This design comes from an exercise in tuning for small area, a short achievable clock period and few clock cycles per item on the open sky130 flow, not from production work. Function not checked in this run: the RTL went through the layout flow alone.

[run.sh]
#!/bin/bash
# synth_recipe.tcl (not shown) runs the flow's synth.tcl, then flattens the netlist and writes it again
# the make line also repeats each setting of config.mk as NAME=value (left out here)
make -C /OpenROAD-flow-scripts/flow DESIGN_CONFIG=/design/flow/config.mk WORK_HOME=/design/flow/orfs CLKGATE_MAP_FILE= SYNTH_SCRIPT=/design/flow/synth_recipe.tcl finish
[config.mk]
export PLATFORM = sky130hd
export DESIGN_NAME = yuv2rgb_top
export DESIGN_NICKNAME = yuv2rgb_top
export VERILOG_FILES = /design/flow/design.v
export SDC_FILE = /design/flow/constraint.sdc
export NUM_CORES = 4
export LEC_CHECK = 0
export CAP_MARGIN = 20
export CORE_MARGIN = 2
export CORE_UTILIZATION = 40
export SLEW_MARGIN = 20
[constraint.sdc]
create_clock -name core_clock -period 11.0 [get_ports {CLOCK_50_I}]
set_input_delay 2.2000 -clock core_clock [delete_from_list [all_inputs] [get_ports {CLOCK_50_I}]]
set_output_delay 2.2000 -clock core_clock [all_outputs]
set_load 0.01 [all_outputs]
[design.v]
module yuv2rgb_top #(
	parameter int img_width = 320,
	parameter int img_height = 240
) (
	input logic CLOCK_50_I,
	input logic Resetn,
	input logic start,
	input logic [15:0] read_data,
	output logic [15:0] write_data,
	output logic [17:0] address,
	output logic write_en_n,
	output logic done
);
	localparam int pairs_per_row = img_width / 2;
	localparam int macros_per_row = img_width / 4;
	localparam int n_pairs = img_width * img_height / 2;
	localparam logic [17:0] u_base = 18'(img_width * img_height / 2);
	localparam logic [17:0] v_base = 18'(img_width * img_height * 3 / 4);
	localparam logic [16:0] rgb_first = 17'(146944 - 131072);
	localparam logic [15:0] y_end = 16'(n_pairs + 1);
	localparam logic [6:0] col_idle = 7'(macros_per_row - 2);
	logic active;
	logic [3:0] ph;
	logic [15:0] ycnt;
	logic [6:0] col;
	logic wr_ok;
	logic [16:0] rgb;
	logic finish;
	logic wr_ok_n;
	logic wr_issue;
	logic [15:0] cidx_sum;
	logic [17:0] c_addr;
	assign finish = active && (ph == 4'd1) && (ycnt == y_end);
	assign wr_ok_n = wr_ok || ((ph == 4'd2) && (col == 7'd0));
	assign wr_issue = active && wr_ok_n && ((ph == 4'd9) || (ph == 4'd0) || (ph == 4'd2)
		|| (ph == 4'd3) || (ph == 4'd5) || (ph == 4'd6));
	assign cidx_sum = ycnt + 16'd3;
	assign c_addr = ((ph == 4'd8) ? v_base : u_base) + {3'd0, cidx_sum[15:1]};
	always_ff @(posedge CLOCK_50_I or negedge Resetn) begin
		if (!Resetn) begin
			active <= 1'b0;
			ph <= 4'd7;
			done <= 1'b0;
			write_en_n <= 1'b1;
		end else begin
			done <= finish;
			write_en_n <= !wr_issue;
			if (!active) begin
				if (start) begin
					active <= 1'b1;
					ph <= 4'd8;
				end else begin
					ph <= 4'd7;
				end
			end else if (finish) begin
				active <= 1'b0;
				ph <= 4'd7;
			end else begin
				ph <= (ph == 4'd9) ? 4'd0 : ph + 4'd1;
			end
		end
	end
	always_ff @(posedge CLOCK_50_I) begin
		if (!active || finish) begin
			ycnt <= 16'hfffd;
			col <= col_idle;
			wr_ok <= 1'b0;
			rgb <= rgb_first;
		end else begin
			wr_ok <= wr_ok_n;
			if ((ph == 4'd2) || (ph == 4'd5)) begin
				ycnt <= ycnt + 16'd1;
			end
			if (ph == 4'd7) begin
				col <= (col == 7'(macros_per_row - 1)) ? 7'd0 : col + 7'd1;
			end
			if (wr_issue) begin
				rgb <= rgb + 17'd1;
			end
		end
		case (ph)
			4'd1, 4'd4: address <= {2'd0, ycnt};
			4'd7, 4'd8: address <= c_addr;
			default: address <= {1'b1, rgb};
		endcase
	end
	logic [7:0] uw [0:6];
	logic [7:0] vw [0:6];
	logic fir_v;
	logic cl_l0, cl_l1, cl_r7, cl_r8, cl_r9;
	logic sel_odd;
	always_ff @(posedge CLOCK_50_I) begin
		if ((ph == 4'd0) || (ph == 4'd5)) begin
			for (int k = 0; k < 5; k++) begin
				uw[k] <= uw[k + 1];
			end
			uw[5] <= (ph == 4'd0) ? read_data[15:8] : uw[6];
			if (ph == 4'd0) begin
				uw[6] <= read_data[7:0];
			end
		end
		if ((ph == 4'd1) || (ph == 4'd6)) begin
			for (int k = 0; k < 5; k++) begin
				vw[k] <= vw[k + 1];
			end
			vw[5] <= (ph == 4'd1) ? read_data[15:8] : vw[6];
			if (ph == 4'd1) begin
				vw[6] <= read_data[7:0];
			end
		end
		fir_v <= (ph == 4'd0) || (ph == 4'd5);
		sel_odd <= (ph == 4'd1) || (ph == 4'd6);
		if (ph == 4'd9) begin
			cl_l0 <= (col == 7'd0);
			cl_l1 <= 1'b0;
			cl_r7 <= 1'b0;
			cl_r8 <= (col == 7'(macros_per_row - 1));
			cl_r9 <= 1'b0;
		end
		if (ph == 4'd4) begin
			cl_l0 <= 1'b0;
			cl_l1 <= (col == 7'd0);
			cl_r7 <= (col == 7'(macros_per_row - 2));
			cl_r8 <= 1'b0;
			cl_r9 <= (col == 7'(macros_per_row - 1));
		end
	end
	logic [7:0] e0, e1, e2, e3, e4, e5;
	logic [7:0] t0, t1, t3, t4, t5;
	logic [8:0] tap_a, tap_b, tap_c;
	logic signed [17:0] fir_acc;
	logic signed [8:0] fir_out;
	logic signed [8:0] u_odd;
	logic signed [8:0] v_odd;
	assign e0 = fir_v ? vw[0] : uw[0];
	assign e1 = fir_v ? vw[1] : uw[1];
	assign e2 = fir_v ? vw[2] : uw[2];
	assign e3 = fir_v ? vw[3] : uw[3];
	assign e4 = fir_v ? vw[4] : uw[4];
	assign e5 = fir_v ? vw[5] : uw[5];
	assign t0 = cl_l0 ? e2 : (cl_l1 ? e1 : e0);
	assign t1 = cl_l0 ? e2 : e1;
	assign t3 = cl_r9 ? e2 : e3;
	assign t4 = cl_r9 ? e2 : (cl_r8 ? e3 : e4);
	assign t5 = cl_r9 ? e2 : (cl_r8 ? e3 : (cl_r7 ? e4 : e5));
	assign tap_a = {1'b0, t0} + {1'b0, t5};
	assign tap_b = {1'b0, t1} + {1'b0, t4};
	assign tap_c = {1'b0, e2} + {1'b0, t3};
	assign fir_acc = 18'sd21 * $signed({9'd0, tap_a}) - 18'sd52 * $signed({9'd0, tap_b})
		+ 18'sd159 * $signed({9'd0, tap_c}) - 18'sd32640;
	assign fir_out = fir_acc[16:8];
	always_ff @(posedge CLOCK_50_I) begin
		if ((ph == 4'd0) || (ph == 4'd5)) begin
			u_odd <= fir_out;
		end
		if ((ph == 4'd1) || (ph == 4'd6)) begin
			v_odd <= fir_out;
		end
	end
	logic [15:0] yreg;
	logic [7:0] py;
	logic signed [8:0] pu, pv;
	logic signed [27:0] lum, sr, sg, sb;
	logic [7:0] cr, cg, cb;
	logic [7:0] pix_r, pix_g, pix_b;
	logic [7:0] save_b;
	function automatic logic [7:0] clip8(input logic signed [27:0] acc);
		logic signed [11:0] s;
		s = acc[27:16];
		if (s[11]) begin
			clip8 = 8'd0;
		end else if (s[10:8] != 3'd0) begin
			clip8 = 8'd255;
		end else begin
			clip8 = s[7:0];
		end
	endfunction
	assign py = sel_odd ? yreg[7:0] : yreg[15:8];
	assign pu = sel_odd ? u_odd : {~uw[2][7], ~uw[2][7], uw[2][6:0]};
	assign pv = sel_odd ? v_odd : {~vw[2][7], ~vw[2][7], vw[2][6:0]};
	assign lum = 28'sd76284 * ($signed({20'd0, py}) - 28'sd16);
	assign sr = lum + 28'sd104595 * {{19{pv[8]}}, pv};
	assign sg = lum - 28'sd25624 * {{19{pu[8]}}, pu} - 28'sd53281 * {{19{pv[8]}}, pv};
	assign sb = lum + 28'sd132251 * {{19{pu[8]}}, pu};
	assign cr = clip8(sr);
	assign cg = clip8(sg);
	assign cb = clip8(sb);
	always_ff @(posedge CLOCK_50_I) begin
		if ((ph == 4'd4) || (ph == 4'd7)) begin
			yreg <= read_data;
		end
		if ((ph == 4'd0) || (ph == 4'd2) || (ph == 4'd5) || (ph == 4'd7)) begin
			pix_r <= cr;
			pix_g <= cg;
			pix_b <= cb;
		end
		if ((ph == 4'd1) || (ph == 4'd6)) begin
			save_b <= pix_b;
		end
		case (ph)
			4'd2, 4'd6: write_data <= {pix_r, pix_g};
			4'd3, 4'd9: write_data <= {save_b, pix_r};
			default: write_data <= {pix_g, pix_b};
		endcase
	end
endmodule
==> notes.md <==
crit-path max cell delay=0.67 ns; Nets=3643; Tot GR Track Use=18.3%; final hold vios=0; critical path startpoint category=flop; clock latency on the worst-skew pair=0.58 ns; asr flop ratio synth=2.62%; Final TNS setup=0 ns; Die Footprint=73600 µm²; Netlist cell types=83; Synth Area in Simple Gates=7.46%; Worst Path Required=11.32 ns; Synth warnings=3; multi-input logic area=19200 µm²; postcts setup bufs=0; # DRC=0; Reg area=7200 µm²; vias per std cell=5.11; slew margin rel.=30.1%; Post-Syn Area=28600 µm²; HPWL Detailed=56400 µm; Worst setup EP type=flop; sequential area share after synthesis=25.2%; Tmin final=10.14 ns; Fillers=6804; fin. max-slew vios=0; clock sinks=267; # IOs=55; Reg clk slew, reported paths=0.06 ns; initial antenna violation count=0; status=finished clean; post-synthesis mux area share=4.17%; Area growth, synth to finish=9.35%; Num CTS Buffers=28; CTS tree=yes; dpl cells=3772; Non-Filler Instances=3824; drt first pass iters=5; first-pass GRT wire length=108000 µm; layout cells sized above 1=5.05%; port bufs=54; final global-route overflow total=0; Post-Syn Instances=2797; initial core utilization=40.2%; core area=71100 µm²; EDFF count, synth=181; Die Span X=271 µm; Clock Root Buffer=clkbuf_16; Rows=98; top_reg_cell synth=edfxtp_1; Least-Margin Pin Slew=1.05 ns; max-cap viol count=0; Hold-fix buffers, CTS=0; number of synthesized register bits=267; crit path kind=reg -> reg; worst path arrival time=10.47 ns; compound-gate portion of the synthesized area=9.98%; worst hold path type=reg -> reg; xor/xnor share of the synthesized area=5.38%; synthesized area per cell=10.2 µm²; largest net degree at the start of global routing=67; RSZ-0062 raised after global routing=false; n_diodes=0; Detail Route Antenna Nets=0; setup violators final=0; Max clock buf depth=3; Die Height=271 µm; RePlAce Congestion=0.919; total wire length=66600 µm; Mapped Nets=3587; vias in the first global route=20300; largest family of logic cells by synthesized area=adder cells; Starting DRT DRC Count=1113; wire per inst=17.4 µm; total number of vias=19500; Setup Skew=0.0221 ns; slowest CP cell=fa_1; H-tree depth=1; adder-cell area share of the yosys netlist=40.0%; Resize count post-CTS=0; FMAX=98.6 MHz; Final Cycle Share=92.2%; worst-path maximum fanout=8; Reg2Reg Setup Slack=0.86 ns
registers in the layout (all words and copies together) (netlist names), 4 cells and up:
name / cells
pix_g: 8
u_odd: 9
uw: 56
pix_b: 8
v_odd: 9
address: 18
rgb: 17
pix_r: 8
ph: 4
yreg: 16
write_data: 16
save_b: 8
col: 7
ycnt: 16
vw: 56
synth_stat cells (3+ instances only):
cell / count / area (µm²)
inv_1: 542 / 2030
ha_1: 533 / 6670
fa_1: 238 / 4760
edfxtp_1: 181 / 5440
nand2_1: 148 / 556
a21oi_1: 123 / 616
nor2_1: 112 / 420
o21ai_0: 111 / 556
xnor2_1: 108 / 946
dfxtp_1: 79 / 1580
xor2_1: 65 / 569
mux2i_1: 56 / 561
a21o_1: 50 / 375
clkbuf_1: 38 / 143
nand3_1: 37 / 185
mux2_2: 34 / 383
o21a_1: 31 / 233
o21bai_1: 28 / 210
a22oi_1: 25 / 188
nor3_1: 24 / 120
nor2b_1: 22 / 138
nand2b_1: 21 / 131
or3_1: 18 / 113
and3_1: 15 / 93.8
a31oi_1: 12 / 75.1
nand4_1: 12 / 75.1
a211oi_1: 10 / 75.1
mux4_2: 10 / 225
buf_1: 9 / 33.8
or2_2: 8 / 50.1
a221o_1: 6 / 60.1
and2_1: 6 / 37.5
and4_1: 6 / 52.6
o211ai_1: 6 / 45.0
a21boi_0: 4 / 30.0
dfstp_2: 4 / 105
or4_1: 4 / 30.0
a211o_1: 3 / 26.3
a311oi_1: 3 / 26.3
a31o_2: 3 / 26.3
dfrtp_1: 3 / 75.1
nor4_1: 3 / 18.8
worst paths after layout:
check,to,startpoint,depth (start not counted)
min,vw[3][6]$_DFFE_PP_,vw[4][6]$_DFFE_PP_,0
max reg2reg,pix_r[3]$_SDFFCE_PP0P_,sel_odd$_DFF_P_,36
min reg2reg,vw[3][6]$_DFFE_PP_,vw[4][6]$_DFFE_PP_,0
max in group asynchronous,write_en_n$_DFF_PN1_,Resetn,1
max,pix_r[3]$_SDFFCE_PP0P_,sel_odd$_DFF_P_,36
min in group asynchronous,active$_DFF_PN0_,Resetn,1
kinds of logic (layout without fill, tap and decap cells):
group / after synthesis / count (layout)
AOI/OAI and AO/OA: 443 / 443
xor gates and xnor gates: 174 / 174
adders and majority gates: 771 / 771
buffers and inverters: 593 / 670
DFF: 267 / 267
muxes: 101 / 101
and+or+nand+nor: 448 / 448
final cells by class:
cell class,count,share of cell area [%]
Timing Repair Buffer,75,2.25
Inverter,544,6.53
Multi-Input combinational cell,1937,61.4
Clock inverter,11,0.400
Clock buffer,40,2.62
Sequential cell,267,23.0
Tap cell,950,3.80
cells in the final DEF (no fill, tap or decap), types with 54 or more instances in the layout:
| master | n |
|---|---|
| mux2i_1 | 56 |
| clkdlybuf4s50_1 | 54 |
| ha_1 | 533 |
| dfxtp_1 | 78 |
| inv_1 | 542 |
| xnor2_1 | 108 |
| o21ai_0 | 111 |
| nor2_1 | 110 |
| a21oi_1 | 123 |
| edfxtp_1 | 181 |
| xor2_1 | 65 |
| fa_1 | 238 |
| nand2_1 | 148 |
critical path, delay by kind of cell, from the launching register on:
kind                       cells  cell delay (ns)
buffers and inverters          6             0.53
DFF                            1             0.61
muxes                          1             0.42
and+or+nand+nor                5             1.03
adders and majority gates     11             4.30
AOI/OAI and AO/OA             13             2.97
per-stage QoR:
step	cell area, µm²	util (%)	worst slack, ns	hold slack [ns]
2_1_floorplan	28600	-	0.833	0.420
3_3_place_gp	30300	42.6	1.09	0.429
3_5_place_dp	30300	42.6	0.886	0.432
4_1_cts	31200	43.9	0.830	0.446
5_1_grt	31300	43.9	0.0498	0.453
6_report	31300	43.9	0.855	0.449
metal layers:
layer  global-route usage, %  share of wire, %  vias up  wire [µm]
met2                    30.5                47      364      31100
met5                       0                 0        -          0
met1                    25.5                46     9562      30900
met3                    2.02               4.4       77       2910
met4                    4.55               2.5        0       1630
li1                        -                 -     9533          -

[static timing again, ports no longer ideal]
The results above use ideal ports. As a check the final layout listed here was re-extracted and re-timed, cells and wires unchanged.
Step 1, drivers: a clkbuf_16 drives CLOCK_50_I and a buf_2 each remaining input, both assumed.
Step 2 also shifts input and output timing later by t, the mid clock arrival at the registers, as if the neighbouring blocks saw the same clock.
Three values: no drivers, after step 1, after step 2; two values: the first two.
shift t [ns]: 0.629
setup WS [ns]: 0.855 / 0.855 / 0.855
worst hold slack (ns): 0.449 / 0.449 / 0.449
After both steps setup and hold are still met in this run. The setup slack of this run moves by 0.000 ns with the drivers and by 0.000 ns with both steps.
